Source: an optimization exercise on an open RTL-to-GDS flow (aim: small area, a short achievable clock period and few clock cycles per item). Production flows keep margins and buffers that such runs may drop. Function was checked by simulation only, so behaviour that the tests miss may differ from the original. Power figures rest on the tool's default switching activity, not on a simulated workload.

Setup of harbor:
==> flow/design.v (excerpt) <==
module pattern_date_time_parser_top (
    input  logic                i_clk,
    input  logic                i_rst_n,
    input  logic                i_in_valid,
    output logic                o_in_stall,
    input  logic [8:0]          i_in_data,
    output logic                o_out_valid,
    input  logic                i_out_stall,
    output logic [50:0]         o_out_data,
    input  logic                i_cfg_wr_en,
    input  logic [0:0]          i_cfg_index,
    input  logic [63:0]         i_cfg_wdata
);
    logic [63:0] r_codes;
    logic [4:0]  r_len;          
    logic        r_cz;           
    logic [4:0]  len;            
    logic        r_hv;           
    logic [5:0]  r_head;
    logic        r_stall;
    logic        hv_n, last_n, first_n, ov_n, first, ov;
    logic [5:0]  in_item;
    logic        in_dig;
    logic        step;
    logic        head_load;
    always_ff @(posedge i_clk) begin
        if (!i_rst_n) begin
            r_len <= '0;
            r_cz  <= 1'b1;
        end else if (i_cfg_wr_en) begin
            if (i_cfg_index == pdtp_pkg::C_REG_PATTERN_CODES)
                r_cz <= 1'b0;
            else
                r_len <= i_cfg_wdata[4] ? 5'd16 : {1'b0, i_cfg_wdata[3:0]};
        end
    end
    always_ff @(posedge i_clk) begin
        if (i_cfg_wr_en && i_cfg_index == pdtp_pkg::C_REG_PATTERN_CODES)
            r_codes <= i_cfg_wdata;
    end
    assign len = r_cz ? 5'd0 : r_len;
    assign in_dig  = (i_in_data[8:5] == 4'd3) && (i_in_data[4:1] <= 4'd9);
    assign in_item = {i_in_data[0], in_dig, i_in_data[4:1]};
    assign head_load  = !r_hv || step;
    assign o_in_stall = r_stall;
    always_comb begin
        hv_n    = head_load ? i_in_valid : r_hv;
        last_n  = head_load ? i_in_data[0] : r_head[5];
        first_n = step ? r_head[5] : first;
        ov_n    = (step && r_head[5]) || (ov && i_out_stall);
    end
    always_ff @(posedge i_clk) begin
        if (!i_rst_n) begin
            r_hv    <= 1'b0;
            r_stall <= 1'b0;
        end else begin
            r_hv    <= hv_n;
            r_stall <= hv_n && ov_n && !(first_n && !last_n);
        end
    end
    always_ff @(posedge i_clk) begin
        if (head_load)
  ...
clock: 10.5 ns
lec_check: 0
cap_margin: 20
core_margin: 2
core_utilization: 40
cts_buf_list: sky130_fd_sc_hd__clkbuf_8
cts_cluster_size: 30
slew_margin: 20
standard.sh (not shown) runs the stock make flow with config.mk's settings and CLKGATE_MAP_FILE= SYNTH_SCRIPT=/design/flow/synth_recipe.tcl, a recipe that flattens the netlist after the stock synthesis.
==> flow/flow/run.sh <==
#!/bin/bash
# Own layout flow: the standard ORFS flow (standard.sh), unchanged except
#  - port buffers use a small fast buffer cell (every port still gets one);
set -euo pipefail
export BUFFER_PORTS_ARGS="-buffer_cell sky130_fd_sc_hd__buf_2"
export SETUP_SLACK_MARGIN=7.2
bash standard.sh > standard.log 2>&1
Testbench counts of harbor, summed over its fixed seeds: cycles 233,181, chars 233,009.
What zinc does differently from harbor at the input level:
# harbor
export LEC_CHECK = 0
export CAP_MARGIN = 20
export CORE_MARGIN = 2
export CORE_UTILIZATION = 40
export CTS_BUF_LIST = sky130_fd_sc_hd__clkbuf_8
export CTS_CLUSTER_SIZE = 30
export SLEW_MARGIN = 20
create_clock -name core_clock -period 10.5 [get_ports {i_clk}]
# zinc
export LEC_CHECK = 0
export ABC_AREA = 1
export CAP_MARGIN = 20
export CORE_MARGIN = 2
export CORE_UTILIZATION = 40
export SLEW_MARGIN = 20
create_clock -name core_clock -period 10.5 [get_ports {i_clk}]
-- flow/flow/run.sh --
<<< harbor, line 5
export BUFFER_PORTS_ARGS="-buffer_cell sky130_fd_sc_hd__buf_2"
export SETUP_SLACK_MARGIN=7.2
>>> zinc, line 5
export BUFFER_PORTS_ARGS="-buffer_cell sky130_fd_sc_hd__buf_1"
export SETUP_SLACK_MARGIN=7.4
--- outcome ---
Relative to harbor, the setup slack of zinc is higher by 0.13 ns. Endpoint arrival time on the critical path, harbor and zinc: higher on harbor. zinc: wire length 1300 um below harbor. Delta (zinc minus harbor): layout inverter count without the clock tree went up by about 400%; share of the synthesized area in compound gates (AO/OA/AOI/OAI) down 4.7 points. Compared zinc vs harbor, and non-clock buffer count is down in zinc. Run comparison: harbor end point of the critical path o_out_data[39]; zinc end point of the critical path o_out_data[40]. Cmp harbor and zinc / worst hold slack / lower: zinc. zinc — minimum clock period after layout 0.13 ns lower, harbor as reference.
What pepper does differently from zinc at the input level:
# zinc
export LEC_CHECK = 0
export ABC_AREA = 1
export CAP_MARGIN = 20
export CORE_MARGIN = 2
export CORE_UTILIZATION = 40
export SLEW_MARGIN = 20
create_clock -name core_clock -period 10.5 [get_ports {i_clk}]
# pepper
export LEC_CHECK = 0
export CAP_MARGIN = 20
export CORE_MARGIN = 2
export CORE_UTILIZATION = 40
export CTS_BUF_LIST = sky130_fd_sc_hd__clkbuf_8
export CTS_CLUSTER_SIZE = 30
export SLEW_MARGIN = 20
create_clock -name core_clock -period 10.5 [get_ports {i_clk}]
-- flow/flow/run.sh --
<<< zinc, line 5
export BUFFER_PORTS_ARGS="-buffer_cell sky130_fd_sc_hd__buf_1"
export SETUP_SLACK_MARGIN=7.4
>>> pepper, line 5
export BUFFER_PORTS_ARGS="-buffer_cell sky130_fd_sc_hd__buf_2"
export SETUP_SLACK_MARGIN=7.3
Width of the die (higher): pepper
[pepper vs zinc] detailed-routed wire length on met3: higher in pepper
Taking zinc as the reference, in pepper post-layout total power went down by about 10%, met2 wire length went up by 220 um.
Between pepper and zinc, the core utilization does not differ in any meaningful way.
Compared pepper vs zinc, and global-route wire length before repair is up in pepper.
Sum of negative setup slack delta (zinc -> pepper): insignificant
The following lists how quartz was set up differently from pepper:
# pepper
export LEC_CHECK = 0
export CAP_MARGIN = 20
export CORE_MARGIN = 2
export CORE_UTILIZATION = 40
export CTS_BUF_LIST = sky130_fd_sc_hd__clkbuf_8
export CTS_CLUSTER_SIZE = 30
export SLEW_MARGIN = 20
create_clock -name core_clock -period 10.5 [get_ports {i_clk}]
# quartz
export LEC_CHECK = 0
export ABC_AREA = 1
export CAP_MARGIN = 20
export CORE_MARGIN = 2
export CORE_UTILIZATION = 40
export SLEW_MARGIN = 20
create_clock -name core_clock -period 10.5 [get_ports {i_clk}]
-- flow/flow/run.sh --
<<< pepper, line 5
export BUFFER_PORTS_ARGS="-buffer_cell sky130_fd_sc_hd__buf_2"
>>> quartz, line 5
export BUFFER_PORTS_ARGS="-buffer_cell sky130_fd_sc_hd__buf_1"
--- outcome ---
- quartz reached the final stage; the timing, design-rule and antenna checks on its layout passed.
- Between quartz and pepper, the fmax does not differ in any meaningful way.
- Post-synthesis cell type count for quartz is lower than for pepper.
- Cell count: quartz vs pepper up 14%
Changes in lagoon relative to quartz:
# quartz
export LEC_CHECK = 0
export ABC_AREA = 1
export CAP_MARGIN = 20
export CORE_MARGIN = 2
export CORE_UTILIZATION = 40
export SLEW_MARGIN = 20
create_clock -name core_clock -period 10.5 [get_ports {i_clk}]
# lagoon
export LEC_CHECK = 0
export ABC_AREA = 1
export CAP_MARGIN = 20
export CORE_MARGIN = 2
export CORE_UTILIZATION = 40
export CTS_BUF_LIST = sky130_fd_sc_hd__clkbuf_8
export CTS_CLUSTER_SIZE = 30
export SLEW_MARGIN = 20
create_clock -name core_clock -period 10.5 [get_ports {i_clk}]
-- flow/flow/run.sh --
<<< quartz, line 6
export SETUP_SLACK_MARGIN=7.3
>>> lagoon, line 6
export SETUP_SLACK_MARGIN=7.5
### Flow results
Relative to quartz, lagoon improves worst-case headroom to the max-slew limit.
Going from quartz to lagoon, total via count after detailed routing has increased; total routed wirelength has increased; sequential share of layout area has decreased.
Per the comparison of lagoon with quartz, wire length on met2 went up; first-pass GRT wire length went up.
Modified inputs, yarrow compared to lagoon
# lagoon
export LEC_CHECK = 0
export ABC_AREA = 1
export CAP_MARGIN = 20
export CORE_MARGIN = 2
export CORE_UTILIZATION = 40
export CTS_BUF_LIST = sky130_fd_sc_hd__clkbuf_8
export CTS_CLUSTER_SIZE = 30
export SLEW_MARGIN = 20
create_clock -name core_clock -period 10.5 [get_ports {i_clk}]
# yarrow
export LEC_CHECK = 0
export CAP_MARGIN = 20
export CORE_MARGIN = 2
export CORE_UTILIZATION = 40
export CTS_BUF_LIST = sky130_fd_sc_hd__clkbuf_8
export CTS_CLUSTER_SIZE = 30
export SLEW_MARGIN = 20
create_clock -name core_clock -period 10.5 [get_ports {i_clk}]
-- flow/flow/run.sh --
<<< lagoon, line 6
export SETUP_SLACK_MARGIN=7.5
>>> yarrow, line 6
export SETUP_SLACK_MARGIN=7.3
==> summary.txt <==
Growth of design area from synthesis to finish, yarrow and lagoon: higher on lagoon
Post-layout instance count excluding filler cells of yarrow falls short of that of lagoon by more than 10%.
Comparing yarrow against lagoon, there is no change at all in number of H-tree branching levels.
On combinational cell fraction of total power: yarrow sits below lagoon.
Comparing count of inverters other than clock inverters in the layout for yarrow and lagoon, the smaller number came from yarrow.
Against lagoon, yarrow comes in about 5.5% higher on clock power.
The post-route worst hold slack of yarrow was superior to that of lagoon.

* * *

run A:
pattern_date_time_parser_top again, from the RTL that the note above started with.
Settings: LEC_CHECK=0, ABC_AREA=1, CAP_MARGIN=20, CORE_MARGIN=2, CORE_UTILIZATION=40, SLEW_MARGIN=20; clock period 10.5 ns.
==> flow/flow/run.sh <==
#!/bin/bash
# Own layout flow: the standard ORFS flow (standard.sh), unchanged except
#  - port buffers use a small buffer cell (every port still gets one);
#  - the clock tree uses a clkbuf_16 root buffer and clkbuf_8 buffers below.
# The design, constraints, clock period, synthesis, floorplan, power grid,
# tap cells, placement and routing are the standard flow's.
set -euo pipefail
export BUFFER_PORTS_ARGS="-buffer_cell sky130_fd_sc_hd__buf_1"
export SETUP_SLACK_MARGIN=7.4
export CTS_ARGS="-sink_clustering_enable -repair_clock_nets -buf_list sky130_fd_sc_hd__clkbuf_8 -root_buf sky130_fd_sc_hd__clkbuf_16 -sink_clustering_size 30"
bash standard.sh > standard.log 2>&1
Testbench counts of run A, summed over its fixed seeds: cycles 233,181, chars 233,009.
Input changes introduced in run B (baseline for comparison: run A):
# run A
export LEC_CHECK = 0
export ABC_AREA = 1
export CAP_MARGIN = 20
export CORE_MARGIN = 2
export CORE_UTILIZATION = 40
export SLEW_MARGIN = 20
create_clock -name core_clock -period 10.5 [get_ports {i_clk}]
# run B
export LEC_CHECK = 0
export ABC_AREA = 1
export CAP_MARGIN = 20
export CORE_MARGIN = 2
export CORE_UTILIZATION = 40
export CTS_BUF_LIST = sky130_fd_sc_hd__clkbuf_8
export CTS_CLUSTER_SIZE = 30
export SLEW_MARGIN = 20
create_clock -name core_clock -period 10.5 [get_ports {i_clk}]
==> flow/flow/run.sh <==
#!/bin/bash
# Own layout flow: the standard ORFS flow (standard.sh), unchanged except
#  - port buffers use a small fast buffer cell (every port still gets one);
set -euo pipefail
export BUFFER_PORTS_ARGS="-buffer_cell sky130_fd_sc_hd__buf_1"
export SETUP_SLACK_MARGIN=7.4
bash standard.sh > standard.log 2>&1
## What came out
The final layout from run A, which completed every stage, passed the timing, design-rule and antenna checks at the end of the flow. Run B was carried through to the last stage, and its layout satisfied the timing, design-rule and antenna checks. Part of the total power dissipated in sequential elements on run B is up relative to run A. On growth of design area from synthesis to finish, the lower figure sits with run A, not run B. Share of power burned in the clock network (lower): run B. Diff run A -> run B | power drawn by the clock network | down by a few percent. Worst relative slew slack delta (run B − run A): favourable. Comparing the two runs side by side, run B comes out behind run A on time the worst path needs with I/O delays and setup. Wire length, run A and run B: lower on run A. The met3 wirelength from detailed routing of run B is higher than that of run A. Summary of the comparison: count of non-CTS buffers in the layout is higher in run B, relative to run A. The setup slack of run B is smaller than that of run A. A timing endpoint of the critical path of o_out_data[0] is what run B shows, while o_out_data[39] belongs to run A. Reported for run A and run B, initial antenna violation count turned out identical to the last digit.
## Diff of input files: run C against run B
# run B
export LEC_CHECK = 0
export ABC_AREA = 1
export CAP_MARGIN = 20
export CORE_MARGIN = 2
export CORE_UTILIZATION = 40
export CTS_BUF_LIST = sky130_fd_sc_hd__clkbuf_8
export CTS_CLUSTER_SIZE = 30
export SLEW_MARGIN = 20
create_clock -name core_clock -period 10.5 [get_ports {i_clk}]
# run C
export LEC_CHECK = 0
export CAP_MARGIN = 20
export CORE_MARGIN = 2
export CORE_UTILIZATION = 40
export CTS_BUF_LIST = sky130_fd_sc_hd__clkbuf_8 sky130_fd_sc_hd__clkbuf_16
export CTS_CLUSTER_SIZE = 30
export SLEW_MARGIN = 20
create_clock -name core_clock -period 10.5 [get_ports {i_clk}]
==> flow/flow/run.sh <==
#!/bin/bash
# Own layout flow: the standard ORFS flow (standard.sh), unchanged except
#  - port buffers use a small fast buffer cell (every port still gets one);
set -euo pipefail
export BUFFER_PORTS_ARGS="-buffer_cell sky130_fd_sc_hd__buf_2"
export SETUP_SLACK_MARGIN=7.3
bash standard.sh > standard.log 2>&1
[summary]
- For run B, the dominant combinational cell family by area after synthesis was simple AND/OR/NAND/NOR gates, unlike run C, where it was compound AO/OA/AOI/OAI gates.
- Simple-gate share of the synthesized area, run C and run B: higher on run B
- Sort run C and run B by met2 track demand over resource desc -> top: run B
- Looking at sequential share of layout area across run C and run B, the one that comes out lower is run C.
- For run B, the highest-delay cell along the critical path was sky130_fd_sc_hd__edfxtp_1, unlike run C, where it was sky130_fd_sc_hd__dfxtp_1.
- Tap cell instance count, run C and run B: higher on run C
- Of run C and run B, the run reporting the lower clock period minus worst slack was run B.

* * *

pattern_date_time_parser_top again, from the RTL that the note above started with.
## pattern_date_time_parser_top
module pattern_date_time_parser_top (
    input  logic                i_clk,
    input  logic                i_rst_n,
    input  logic                i_in_valid,
    output logic                o_in_stall,
    input  logic [8:0]          i_in_data,
    output logic                o_out_valid,
    input  logic                i_out_stall,
    output logic [50:0]         o_out_data,
    input  logic                i_cfg_wr_en,
    input  logic [0:0]          i_cfg_index,
    input  logic [63:0]         i_cfg_wdata
);
    logic [63:0] r_codes;
    logic [4:0]  r_len;          
    logic        r_cz;           
    logic [4:0]  len;            
    logic        r_hv;           
    logic [5:0]  r_head;
    logic        r_stall;
    logic        hv_n, last_n, first_n, ov_n, first, ov;
    logic [5:0]  in_item;
    logic        in_dig;
    logic        step;
    logic        head_load;
    always_ff @(posedge i_clk) begin
        if (!i_rst_n) begin
            r_len <= '0;
            r_cz  <= 1'b1;
        end else if (i_cfg_wr_en) begin
            if (i_cfg_index == pdtp_pkg::C_REG_PATTERN_CODES)
                r_cz <= 1'b0;
            else
                r_len <= i_cfg_wdata[4] ? 5'd16 : {1'b0, i_cfg_wdata[3:0]};
        end
    end
    always_ff @(posedge i_clk) begin
        if (i_cfg_wr_en && i_cfg_index == pdtp_pkg::C_REG_PATTERN_CODES)
            r_codes <= i_cfg_wdata;
    end
    assign len = r_cz ? 5'd0 : r_len;
    assign in_dig  = (i_in_data[8:5] == 4'd3) && (i_in_data[4:1] <= 4'd9);
    assign in_item = {i_in_data[0], in_dig, i_in_data[4:1]};
    assign head_load  = !r_hv || step;
    assign o_in_stall = r_stall;
    always_comb begin
        hv_n    = head_load ? i_in_valid : r_hv;
        last_n  = head_load ? i_in_data[0] : r_head[5];
        first_n = step ? r_head[5] : first;
        ov_n    = (step && r_head[5]) || (ov && i_out_stall);
    end
    always_ff @(posedge i_clk) begin
        if (!i_rst_n) begin
            r_hv    <= 1'b0;
            r_stall <= 1'b0;
        end else begin
            r_hv    <= hv_n;
  ...
clock: 10.5 ns
lec_check: 0
abc_area: 1
cap_margin: 5
core_margin: 2
core_utilization: 40
cts_buf_list: sky130_fd_sc_hd__clkbuf_8
cts_cluster_size: 30
slew_margin: 5
==> flow/flow/run.sh <==
#!/bin/bash
# Own layout flow: the standard ORFS flow (standard.sh), unchanged except
#  - port buffers use a small fast buffer cell (every port still gets one);
set -euo pipefail
export BUFFER_PORTS_ARGS="-buffer_cell sky130_fd_sc_hd__buf_1"
export SETUP_SLACK_MARGIN=7.3
bash standard.sh > standard.log 2>&1
Testbench counts at the start, summed over its fixed seeds: cycles 233,181, chars 233,009.
Next try:
CAP_MARGIN = 20   (was 5)
PLACE_DENSITY = 0.75   (was not set)
SLEW_MARGIN = 20   (was 5)
Effect: Synthesized area stays the same; worst setup slack got worse by 0.023 ns; sequential cell count stays the same; worst hold slack gets worse by 0.0058 ns; routed wire length went down slightly; clock skew came out lower by 0.0031 ns; cell area stays flat; via count came out higher slightly; final cell count is about the same.
Next try:
--- a/flow/flow/run.sh
+++ b/flow/flow/run.sh
@@ -5,2 +5,2 @@
-export BUFFER_PORTS_ARGS="-buffer_cell sky130_fd_sc_hd__buf_1"
-export SETUP_SLACK_MARGIN=7.3
+export BUFFER_PORTS_ARGS="-buffer_cell sky130_fd_sc_hd__buf_2"
+export SETUP_SLACK_MARGIN=7.6
ABC_AREA = not set   (was 1)
PLACE_DENSITY = not set   (was 0.75)
=> Sequential share of layout area drops by 4.5 points; die area climbs by 2.3%; power hardly moves; worst setup slack improved by 0.039 ns; final area climbs by 15%; final cell count drops by 7.5%; fmax climbs by 1.3%; synthesized cell count drops by 19%.
Next try:
==> flow/flow/run.sh (replaced) <==
#!/bin/bash
# Own layout flow: the standard ORFS flow (standard.sh), unchanged except
#  - port buffers use a small buffer cell (every port still gets one);
#  - the clock tree uses a clkbuf_16 root buffer and clkbuf_8 buffers below.
# The design, constraints, clock period, synthesis, floorplan, power grid,
# tap cells, placement and routing are the standard flow's.
set -euo pipefail
export BUFFER_PORTS_ARGS="-buffer_cell sky130_fd_sc_hd__buf_1"
export SETUP_SLACK_MARGIN=7.3
export CTS_ARGS="-sink_clustering_enable -repair_clock_nets -buf_list sky130_fd_sc_hd__clkbuf_8 -root_buf sky130_fd_sc_hd__clkbuf_16 -sink_clustering_size 30"
bash standard.sh > standard.log 2>&1
ABC_AREA = 1   (was not set)
CTS_BUF_LIST = not set   (was sky130_fd_sc_hd__clkbuf_8)
CTS_CLUSTER_SIZE = not set   (was 30)
Effect:
- The changed run went through all stages and came out clean
- clock power hardly moves
- die area fell by 2.3%
- setup slack improves by 0.0070 ns
- hold slack degrades by 0.027 ns
- synthesized area fell by 2.4%
Next try:
==> flow/flow/run.sh (replaced) <==
#!/bin/bash
# Own layout flow: the standard ORFS flow (standard.sh), unchanged except
#  - port buffers use a small fast buffer cell (every port still gets one);
set -euo pipefail
export BUFFER_PORTS_ARGS="-buffer_cell sky130_fd_sc_hd__buf_1"
export SETUP_SLACK_MARGIN=7.3
bash standard.sh > standard.log 2>&1
CTS_BUF_LIST = sky130_fd_sc_hd__clkbuf_8   (was not set)
CTS_CLUSTER_SIZE = 30   (was not set)
Effect:
- The changed run finished clean
- die area is unchanged
- routed wire length is about the same
- worst setup slack gets worse by 0.028 ns
- final cell count stays the same
- clock skew is about the same
- worst hold slack barely changes
- via count stays flat
- clock-buffer cell count stays the same
- final area hardly moves

## what the ideal ports hide
The flow's constraints put no driver on any port. The routed layouts listed below were extracted and timed again, unchanged, in two steps. Step 1, drivers: a clkbuf_16 drives i_clk and a buf_2 each remaining input, both assumed. Step 2 moves the port delays by t, midway between the first and last clock arrival at a register: inputs arrive t later, outputs are due t later. That takes back most of the time a late clock gives input paths. a / b / c = ideal ports / drivers / drivers and shift; a / b = the first two.
| run | shift t [ns] | slack for setup (ns) | hold slack, ns | cell pins on the clock port's net |
|---|---|---|---|---|
| harbor | 0.516 | 7.294 / 7.250 / 7.142 | 0.476 / 0.476 / 0.476 | 1 |
| zinc | 0.487 | 7.423 / 7.378 / 7.111 | 0.450 / 0.450 / 0.450 | 1 |
| pepper | 0.518 | 7.361 / 7.318 / 7.139 | 0.476 / 0.476 / 0.476 | 1 |
| quartz | 0.481 | 7.366 / 7.323 / 7.114 | 0.450 / 0.450 / 0.450 | 1 |
| lagoon | 0.504 | 7.404 / 7.366 / 7.108 | 0.462 / 0.462 / 0.462 | 1 |
| yarrow | 0.495 | 7.357 / 7.321 / 7.093 | 0.481 / 0.481 / 0.481 | 1 |
| run A | 0.429 | 7.462 / 7.420 / 7.109 | 0.455 / 0.455 / 0.455 | 1 |
| run B | 0.502 | 7.404 / 7.367 / 7.110 | 0.455 / 0.455 / 0.455 | 1 |
| run C | 0.482 | 7.348 / 7.304 / 7.143 | 0.471 / 0.471 / 0.471 | 1 |
| the first run of note 3 | 0.497 | 7.367 / 7.329 / 6.950 | 0.459 / 0.459 / 0.459 | 1 |
| the second run of note 3 | 0.514 | 7.344 / 7.308 / 6.979 | 0.453 / 0.453 / 0.453 | 1 |
| the third run of note 3 | 0.517 | 7.384 / 7.341 / 7.298 | 0.482 / 0.482 / 0.482 | 1 |
| the fourth run of note 3 | 0.430 | 7.391 / 7.349 / 7.113 | 0.455 / 0.455 / 0.455 | 1 |
| the fifth run of note 3 | 0.499 | 7.363 / 7.325 / 6.953 | 0.455 / 0.455 / 0.455 | 1 |
After both steps every run listed still meets setup and hold. For the first run of note 3, which loses most, drivers alone change the setup slack by -0.038 ns; drivers and shift together by -0.417 ns.
